Source: an optimization exercise on an open RTL-to-GDS flow (aim: small area, a short achievable clock period and few clock cycles per item). Production flows keep margins and buffers that such runs may drop.
RTL that was checked went through simulation tests only; none was proved equivalent to the original.

==> job 1257 <==
## nearest_palette_colour_quantizer
module nearest_palette_colour_quantizer #(
  parameter int PALETTE_ENTRIES = npq_pkg::PALETTE_ENTRIES_MAX
) (
  input  wire logic                              clk,
  input  wire logic                              rst,
  input  wire logic                              cfg_valid,
  output logic                                   cfg_ready,
  input  wire logic [npq_pkg::CFG_INDEX_W-1:0]   cfg_index,
  input  wire logic [npq_pkg::PAIR_W-1:0]        cfg_data,
  input  wire logic                              in_valid,
  output logic                                   in_ready,
  input  wire logic [npq_pkg::COLOR_W-1:0]       red,
  input  wire logic [npq_pkg::COLOR_W-1:0]       green,
  input  wire logic [npq_pkg::COLOR_W-1:0]       blue,
  input  wire logic [npq_pkg::COLOR_W-1:0]       alpha,
  output logic                                   out_valid,
  input  wire logic                              out_ready,
  output logic      [npq_pkg::ENTRY_W-1:0]       nearest_entry,
  output logic      [npq_pkg::DIST_W-1:0]        best_distance,
  output logic      [npq_pkg::CODE_W-1:0]        pixel_code,
  output logic                                   is_transparent
);
clock: 6.0 ns
lec_check: 0
cap_margin: 20
core_margin: 2
core_utilization: 40
slew_margin: 20
run.sh (not shown) runs the stock make flow with config.mk's settings and CLKGATE_MAP_FILE= SYNTH_SCRIPT=/design/flow/synth_recipe.tcl, a recipe that flattens the netlist after the stock synthesis.
==> inputs of job 3813, as changes to job 1257 <==
--- a/flow/design.v
+++ b/flow/design.v
@@ -605,15 +605,15 @@
       rb[11] <= w266;
       rb[12] <= w268;
       rb[13] <= w270;
       rb[14] <= w272;
       rb[15] <= w274;
       rb[16] <= w276;
   end
-  assign sq_dist = ra + rb;
+  always_ff @(posedge clk) sq_dist <= ra + rb;
 endmodule
 `default_nettype wire
 `default_nettype none
 module nearest_palette_colour_quantizer #(
   parameter int PALETTE_ENTRIES = npq_pkg::PALETTE_ENTRIES_MAX
 ) (
   input  wire logic                              clk,
@@ -632,62 +632,66 @@
   input  wire logic                              out_ready,
   output logic      [npq_pkg::ENTRY_W-1:0]       nearest_entry,
   output logic      [npq_pkg::DIST_W-1:0]        best_distance,
   output logic      [npq_pkg::CODE_W-1:0]        pixel_code,
   output logic                                   is_transparent
 );
   logic [23:0] pal [16];
+  logic [7:0]  wr_pair;            
+  logic [47:0] wr_data;
   logic        take, deq;
   logic [2:0]  inflight;           
-  logic        v1, v2, v3, t1, t2, t3;
+  logic [4:0]  v, t;               
+  logic [23:0] px0;                
   logic [7:0]  ad1 [16][3];        
-  logic [17:0] sqd [16];          
+  logic [17:0] sqd [16];           
   logic [17:0] gmin [4];           
   logic [1:0]  gidx [4];           
   assign cfg_ready = 1'b1;
   always_ff @(posedge clk) begin
+    wr_data <= cfg_data;
+    for (int k = 0; k < 8; k++) begin
+      wr_pair[k] <= !rst && cfg_valid && cfg_index == 4'(k);
+    end
+  end
+  always_ff @(posedge clk) begin
     for (int k = 0; k < 8; k++) begin
       if (rst) begin
         pal[2*k]   <= '0;
         pal[2*k+1] <= '0;
-      end else if (cfg_valid && cfg_index == 4'(k)) begin
-        pal[2*k]   <= cfg_data[23:0];
-        pal[2*k+1] <= cfg_data[47:24];
+      end else if (wr_pair[k]) begin
+        pal[2*k]   <= wr_data[23:0];
+        pal[2*k+1] <= wr_data[47:24];
       end
     end
   end
   assign deq      = out_valid && out_ready;
-  assign in_ready = (inflight != 3'd4) || out_ready;
+  assign in_ready = (inflight != 3'd6) || out_ready;
   assign take     = in_valid && in_ready;
   always_ff @(posedge clk) begin
     if (rst) begin
       inflight <= '0;
-      v1 <= 1'b0;
-      v2 <= 1'b0;
-      v3 <= 1'b0;
+      v <= '0;
     end else begin
       inflight <= inflight + 3'(take) - 3'(deq);
-      v1 <= take;
-      v2 <= v1;
-      v3 <= v2;
+      v <= {v[3:0], take};
     end
   end
   function automatic logic [7:0] absdiff(input logic [7:0] p, input logic [7:0] e);
     logic [8:0] d;
     d = {1'b0, p} - {1'b0, e};
     absdiff = d[8] ? 8'(-d[7:0]) : d[7:0];
   endfunction
   always_ff @(posedge clk) begin
-    t1 <= alpha != 8'hFF;
-    t2 <= t1;
-    t3 <= t2;
+    px0 <= {red, green, blue};
+    t <= {t[3:0], alpha != 8'hFF};
     for (int n = 0; n < 16; n++) begin
-      ad1[n][0] <= absdiff(red,   pal[n][23:16]);
-      ad1[n][1] <= absdiff(green, pal[n][15:8]);
-      ad1[n][2] <= absdiff(blue,  pal[n][7:0]);
+      ad1[n][0] <= absdiff(px0[23:16], pal[n][23:16]);
+      ad1[n][1] <= absdiff(px0[15:8],  pal[n][15:8]);
+      ad1[n][2] <= absdiff(px0[7:0],   pal[n][7:0]);
     end
   end
   for (genvar n = 0; n < 16; n++) begin : g_lane
     npq_lane u_lane (.clk(clk), .a0(ad1[n][0]), .a1(ad1[n][1]), .a2(ad1[n][2]), .sq_dist(sqd[n]));
   end
   function automatic logic [19:0] min4(input logic [17:0] a0, input logic [17:0] a1,
                                        input logic [17:0] a2, input logic [17:0] a3);
@@ -704,43 +708,46 @@
   endfunction
   always_ff @(posedge clk) begin
     for (int q = 0; q < 4; q++) begin
       {gidx[q], gmin[q]} <= min4(sqd[4*q], sqd[4*q+1], sqd[4*q+2], sqd[4*q+3]);
     end
   end
   logic [19:0] fin;
-  logic [3:0]  sel_entry;
+  logic [22:0] res;                
   always_comb begin
     fin = min4(gmin[0], gmin[1], gmin[2], gmin[3]);
+    res[22]    = t[4];
+    res[17:0]  = fin[17:0];
     case (fin[19:18])
-      2'd0: sel_entry = {2'd0, gidx[0]};
-      2'd1: sel_entry = {2'd1, gidx[1]};
-      2'd2: sel_entry = {2'd2, gidx[2]};
-      default: sel_entry = {2'd3, gidx[3]};
+      2'd0: res[21:18] = {2'd0, gidx[0]};
+      2'd1: res[21:18] = {2'd1, gidx[1]};
+      2'd2: res[21:18] = {2'd2, gidx[2]};
+      default: res[21:18] = {2'd3, gidx[3]};
     endcase
   end
-  logic [22:0] q [4];
-  logic [1:0]  wp, rp;
+  logic [22:0] q [6];
   logic [2:0]  qcount;
-  logic [22:0] head;
+  logic [2:0]  wpos;
+  assign wpos = qcount - 3'(deq);
   always_ff @(posedge clk) begin
-    if (v3) q[wp] <= {t3, sel_entry, fin[17:0]};
+    for (int i = 0; i < 6; i++) begin
+      if (v[4] && wpos == 3'(i)) begin
+        q[i] <= res;
+      end else if (deq) begin
+        q[i] <= (i == 5) ? q[i] : q[(i == 5) ? i : i + 1];
+      end
+    end
   end
   always_ff @(posedge clk) begin
     if (rst) begin
-      wp <= '0;
-      rp <= '0;
       qcount <= '0;
     end else begin
-      if (v3) wp <= wp + 2'd1;
-      if (deq) rp <= rp + 2'd1;
-      qcount <= qcount + 3'(v3) - 3'(deq);
+      qcount <= qcount + 3'(v[4]) - 3'(deq);
     end
   end
-  assign head           = q[rp];
   assign out_valid      = qcount != 3'd0;
-  assign is_transparent = head[22];
-  assign nearest_entry  = head[21:18];
-  assign best_distance  = head[17:0];
-  assign pixel_code     = {head[21:18] & {4{!head[22]}}, {4{head[22]}}};
+  assign is_transparent = q[0][22];
+  assign nearest_entry  = q[0][21:18];
+  assign best_distance  = q[0][17:0];
+  assign pixel_code     = {q[0][21:18] & {4{!q[0][22]}}, {4{q[0][22]}}};
 endmodule
 `default_nettype wire
CORE_UTILIZATION = 50   (was 40)
==> inputs of job 278, as changes to job 1257 <==
--- a/flow/design.v
+++ b/flow/design.v
@@ -605,15 +605,15 @@
       rb[11] <= w266;
       rb[12] <= w268;
       rb[13] <= w270;
       rb[14] <= w272;
       rb[15] <= w274;
       rb[16] <= w276;
   end
-  assign sq_dist = ra + rb;
+  always_ff @(posedge clk) sq_dist <= ra + rb;
 endmodule
 `default_nettype wire
 `default_nettype none
 module nearest_palette_colour_quantizer #(
   parameter int PALETTE_ENTRIES = npq_pkg::PALETTE_ENTRIES_MAX
 ) (
   input  wire logic                              clk,
@@ -632,62 +632,76 @@
   input  wire logic                              out_ready,
   output logic      [npq_pkg::ENTRY_W-1:0]       nearest_entry,
   output logic      [npq_pkg::DIST_W-1:0]        best_distance,
   output logic      [npq_pkg::CODE_W-1:0]        pixel_code,
   output logic                                   is_transparent
 );
   logic [23:0] pal [16];
+  logic [7:0]  wr_pair;            
+  logic [47:0] wr_data;
   logic        take, deq;
-  logic [2:0]  inflight;           
-  logic        v1, v2, v3, t1, t2, t3;
+  logic [3:0]  inflight;           
+  logic [3:0]  inflight_nx;
+  logic [5:0]  v, t;               
+  logic [23:0] px0;                
   logic [7:0]  ad1 [16][3];        
-  logic [17:0] sqd [16];          
+  logic [17:0] sqd [16];           
   logic [17:0] gmin [4];           
   logic [1:0]  gidx [4];           
   assign cfg_ready = 1'b1;
   always_ff @(posedge clk) begin
+    wr_data <= cfg_data;
     for (int k = 0; k < 8; k++) begin
-      if (rst) begin
-        pal[2*k]   <= '0;
-        pal[2*k+1] <= '0;
-      end else if (cfg_valid && cfg_index == 4'(k)) begin
-        pal[2*k]   <= cfg_data[23:0];
-        pal[2*k+1] <= cfg_data[47:24];
+      wr_pair[k] <= !rst && cfg_valid && cfg_index == 4'(k);
+    end
+  end
+  logic [47:0] wd;
+  assign wd = wr_data & {48{!rst}};
+  always_ff @(posedge clk) begin
+    for (int k = 0; k < 8; k++) begin
+      if (wr_pair[k] || rst) begin
+        pal[2*k]   <= wd[23:0];
+        pal[2*k+1] <= wd[47:24];
       end
     end
   end
   assign deq      = out_valid && out_ready;
-  assign in_ready = (inflight != 3'd4) || out_ready;
   assign take     = in_valid && in_ready;
+  assign inflight_nx = inflight + 4'(take) - 4'(deq);
   always_ff @(posedge clk) begin
     if (rst) begin
       inflight <= '0;
-      v1 <= 1'b0;
-      v2 <= 1'b0;
-      v3 <= 1'b0;
+      in_ready <= 1'b1;
+      v <= '0;
     end else begin
-      inflight <= inflight + 3'(take) - 3'(deq);
-      v1 <= take;
-      v2 <= v1;
-      v3 <= v2;
+      inflight <= inflight_nx;
+      in_ready <= inflight_nx != 4'd8;
+      v <= {v[4:0], take};
     end
   end
   function automatic logic [7:0] absdiff(input logic [7:0] p, input logic [7:0] e);
-    logic [8:0] d;
-    d = {1'b0, p} - {1'b0, e};
-    absdiff = d[8] ? 8'(-d[7:0]) : d[7:0];
+    logic [7:0] g, t;
+    logic [8:0] c0, c1;
+    g = p & ~e;
+    t = ~(p ^ e);
+    c0[0] = 1'b0;
+    c1[0] = 1'b1;
+    for (int i = 0; i < 8; i++) begin
+      c0[i+1] = g[i] | (t[i] & c0[i]);
+      c1[i+1] = g[i] | (t[i] & c1[i]);
+    end
+    absdiff = t ^ (c1[8] ? c1[7:0] : ~c0[7:0]);
   endfunction
   always_ff @(posedge clk) begin
-    t1 <= alpha != 8'hFF;
-    t2 <= t1;
-    t3 <= t2;
+    px0 <= {red, green, blue};
+    t <= {t[4:0], alpha != 8'hFF};
     for (int n = 0; n < 16; n++) begin
-      ad1[n][0] <= absdiff(red,   pal[n][23:16]);
-      ad1[n][1] <= absdiff(green, pal[n][15:8]);
-      ad1[n][2] <= absdiff(blue,  pal[n][7:0]);
+      ad1[n][0] <= absdiff(px0[23:16], pal[n][23:16]);
+      ad1[n][1] <= absdiff(px0[15:8],  pal[n][15:8]);
+      ad1[n][2] <= absdiff(px0[7:0],   pal[n][7:0]);
     end
   end
   for (genvar n = 0; n < 16; n++) begin : g_lane
     npq_lane u_lane (.clk(clk), .a0(ad1[n][0]), .a1(ad1[n][1]), .a2(ad1[n][2]), .sq_dist(sqd[n]));
   end
   function automatic logic [19:0] min4(input logic [17:0] a0, input logic [17:0] a1,
                                        input logic [17:0] a2, input logic [17:0] a3);
@@ -698,49 +712,76 @@
     w0 = !c01 && !c02 && !c03;
     w1 =  c01 && !c12 && !c13;
     w2 =  c02 &&  c12 && !c23;
     w3 =  c03 &&  c13 &&  c23;
     min4[17:0]  = ({18{w0}} & a0) | ({18{w1}} & a1) | ({18{w2}} & a2) | ({18{w3}} & a3);
     min4[19:18] = {w2 | w3, w1 | w3};
   endfunction
+  function automatic logic lt18(input logic [17:0] a, input logic [17:0] b);
+    logic c;
+    c = 1'b0;
+    for (int i = 0; i < 18; i++) c = (!a[i] && b[i]) || ((!a[i] || b[i]) && c);
+    lt18 = c;
+  endfunction
+  function automatic logic [19:0] min4r(input logic [17:0] a0, input logic [17:0] a1,
+                                        input logic [17:0] a2, input logic [17:0] a3);
+    logic c01, c02, c03, c12, c13, c23;
+    logic w0, w1, w2, w3;
+    c01 = lt18(a1, a0);  c02 = lt18(a2, a0);  c03 = lt18(a3, a0);
+    c12 = lt18(a2, a1);  c13 = lt18(a3, a1);  c23 = lt18(a3, a2);
+    w0 = !c01 && !c02 && !c03;
+    w1 =  c01 && !c12 && !c13;
+    w2 =  c02 &&  c12 && !c23;
+    w3 =  c03 &&  c13 &&  c23;
+    min4r[17:0]  = ({18{w0}} & a0) | ({18{w1}} & a1) | ({18{w2}} & a2) | ({18{w3}} & a3);
+    min4r[19:18] = {w2 | w3, w1 | w3};
+  endfunction
   always_ff @(posedge clk) begin
     for (int q = 0; q < 4; q++) begin
-      {gidx[q], gmin[q]} <= min4(sqd[4*q], sqd[4*q+1], sqd[4*q+2], sqd[4*q+3]);
+      {gidx[q], gmin[q]} <= min4r(sqd[4*q], sqd[4*q+1], sqd[4*q+2], sqd[4*q+3]);
     end
   end
   logic [19:0] fin;
-  logic [3:0]  sel_entry;
+  logic [22:0] res;                
   always_comb begin
     fin = min4(gmin[0], gmin[1], gmin[2], gmin[3]);
+    res[22]    = t[4];
+    res[17:0]  = fin[17:0];
     case (fin[19:18])
-      2'd0: sel_entry = {2'd0, gidx[0]};
-      2'd1: sel_entry = {2'd1, gidx[1]};
-      2'd2: sel_entry = {2'd2, gidx[2]};
-      default: sel_entry = {2'd3, gidx[3]};
+      2'd0: res[21:18] = {2'd0, gidx[0]};
+      2'd1: res[21:18] = {2'd1, gidx[1]};
+      2'd2: res[21:18] = {2'd2, gidx[2]};
+      default: res[21:18] = {2'd3, gidx[3]};
     endcase
   end
-  logic [22:0] q [4];
-  logic [1:0]  wp, rp;
-  logic [2:0]  qcount;
-  logic [22:0] head;
-  always_ff @(posedge clk) begin
-    if (v3) q[wp] <= {t3, sel_entry, fin[17:0]};
+  logic [22:0] res5;
+  always_ff @(posedge clk) res5 <= res;
+  logic [22:0] q [8];
+  logic [3:0]  qcount;
+  logic [3:0]  qcount_nx;
+  logic [3:0]  wpos;
+  assign wpos = qcount - 4'(deq);
+  assign qcount_nx = qcount + 4'(v[5]) - 4'(deq);
+  always_ff @(posedge clk) begin
+    for (int i = 0; i < 8; i++) begin
+      if (v[5] && wpos == 4'(i)) begin
+        q[i] <= res5;
+      end else if (deq) begin
+        q[i] <= (i == 7) ? q[i] : q[(i == 7) ? i : i + 1];
+      end
+    end
   end
   always_ff @(posedge clk) begin
     if (rst) begin
-      wp <= '0;
-      rp <= '0;
       qcount <= '0;
+      out_valid <= 1'b0;
     end else begin
-      if (v3) wp <= wp + 2'd1;
-      if (deq) rp <= rp + 2'd1;
-      qcount <= qcount + 3'(v3) - 3'(deq);
+      qcount <= qcount_nx;
+      out_valid <= qcount_nx != 4'd0;
     end
   end
-  assign head           = q[rp];
-  assign out_valid      = qcount != 3'd0;
-  assign is_transparent = head[22];
-  assign nearest_entry  = head[21:18];
-  assign best_distance  = head[17:0];
-  assign pixel_code     = {head[21:18] & {4{!head[22]}}, {4{head[22]}}};
+  assign is_transparent = q[0][22];
+  assign nearest_entry  = q[0][21:18];
+  assign best_distance  = q[0][17:0];
+  assign pixel_code     = {q[0][21:18] & {4{!q[0][22]}}, {4{q[0][22]}}};
 endmodule
 `default_nettype wire
CORE_UTILIZATION = 50   (was 40)
SETUP_SLACK_MARGIN = 2.5   (was not set)
==> results_dict.tcl <==
set metrics [dict create \
    outcome "timing/DRC/antenna clean" \
    synth_cells 13499 \
    cp.arrival_ns 5.09 \
    clockPowerShare_pct 16.9 \
    yosysTopAreaCellShare_pct 26.4 \
    clkbuf_count 295 \
]
The numbers above come from job 3813.

==> results_dict.tcl <==
set metrics [dict create \
    outcome "timing/DRC/antenna clean" \
    cp.arrival_ns 6.04 \
    nNonClkInverters 1926 \
    synth_cells 13102 \
    clockPowerShare_pct 13.4 \
    clkbuf_count 246 \
    yosysTopAreaCellShare_pct 22.8 \
    rows 203 \
    slew_headroom_pct 18.1 \
]
The numbers above come from job 1257.

==> results_dict.tcl <==
set metrics [dict create \
    grtUsageMet1_pct 38.2 \
    sh_seq_area_pct 31.4 \
    boundaryPins 123 \
    clockPowerShare_pct 15.7 \
    fin_ws_ns 2.28 \
    yosysTopAreaCellShare_pct 21.7 \
    outcome "timing/DRC/antenna clean" \
    cp.arrival_ns 4.38 \
    synth_cells 12263 \
    synth_top_family_by_area "adder cells" \
]
The numbers above come from job 278.

Testbench counts of job 3813, summed over its fixed seeds: cycles 16,048, items 16,000.
Testbench counts of job 278, summed over its fixed seeds: cycles 16,056, items 16,000.
Function not checked in job 1257: the RTL went through the layout flow alone.

==> what the ideal ports hide <==
The results above use ideal ports. As a check the final layouts listed here were re-extracted and re-timed, cells and wires unchanged. Step 1, drivers: a clkbuf_16 drives clk and a buf_2 each remaining input, both assumed. Step 2 also shifts input and output timing later by t, the mid clock arrival at the registers, as if the neighbouring blocks saw the same clock. Slacks: ideal ports / drivers / drivers and shift; pairs: ideal ports / drivers.
run | t, ns | slack for setup (ns) | worst hold slack (ns) | worst data-port slew with drivers (ns)
job 1257 | 0.949 | 0.705 / 0.705 / 0.705 | 0.327 / 0.327 / 0.327 | 0.17
job 3813 | 0.979 | 1.679 / 1.679 / 1.398 | 0.317 / 0.317 / 0.317 | 0.06
job 278 | 0.975 | 2.276 / 2.276 / 1.664 | 0.331 / 0.331 / 0.331 | 0.05
After both steps every run listed still meets setup and hold. For job 278, which loses most, drivers alone change the setup slack by 0.000 ns; drivers and shift together by -0.612 ns.
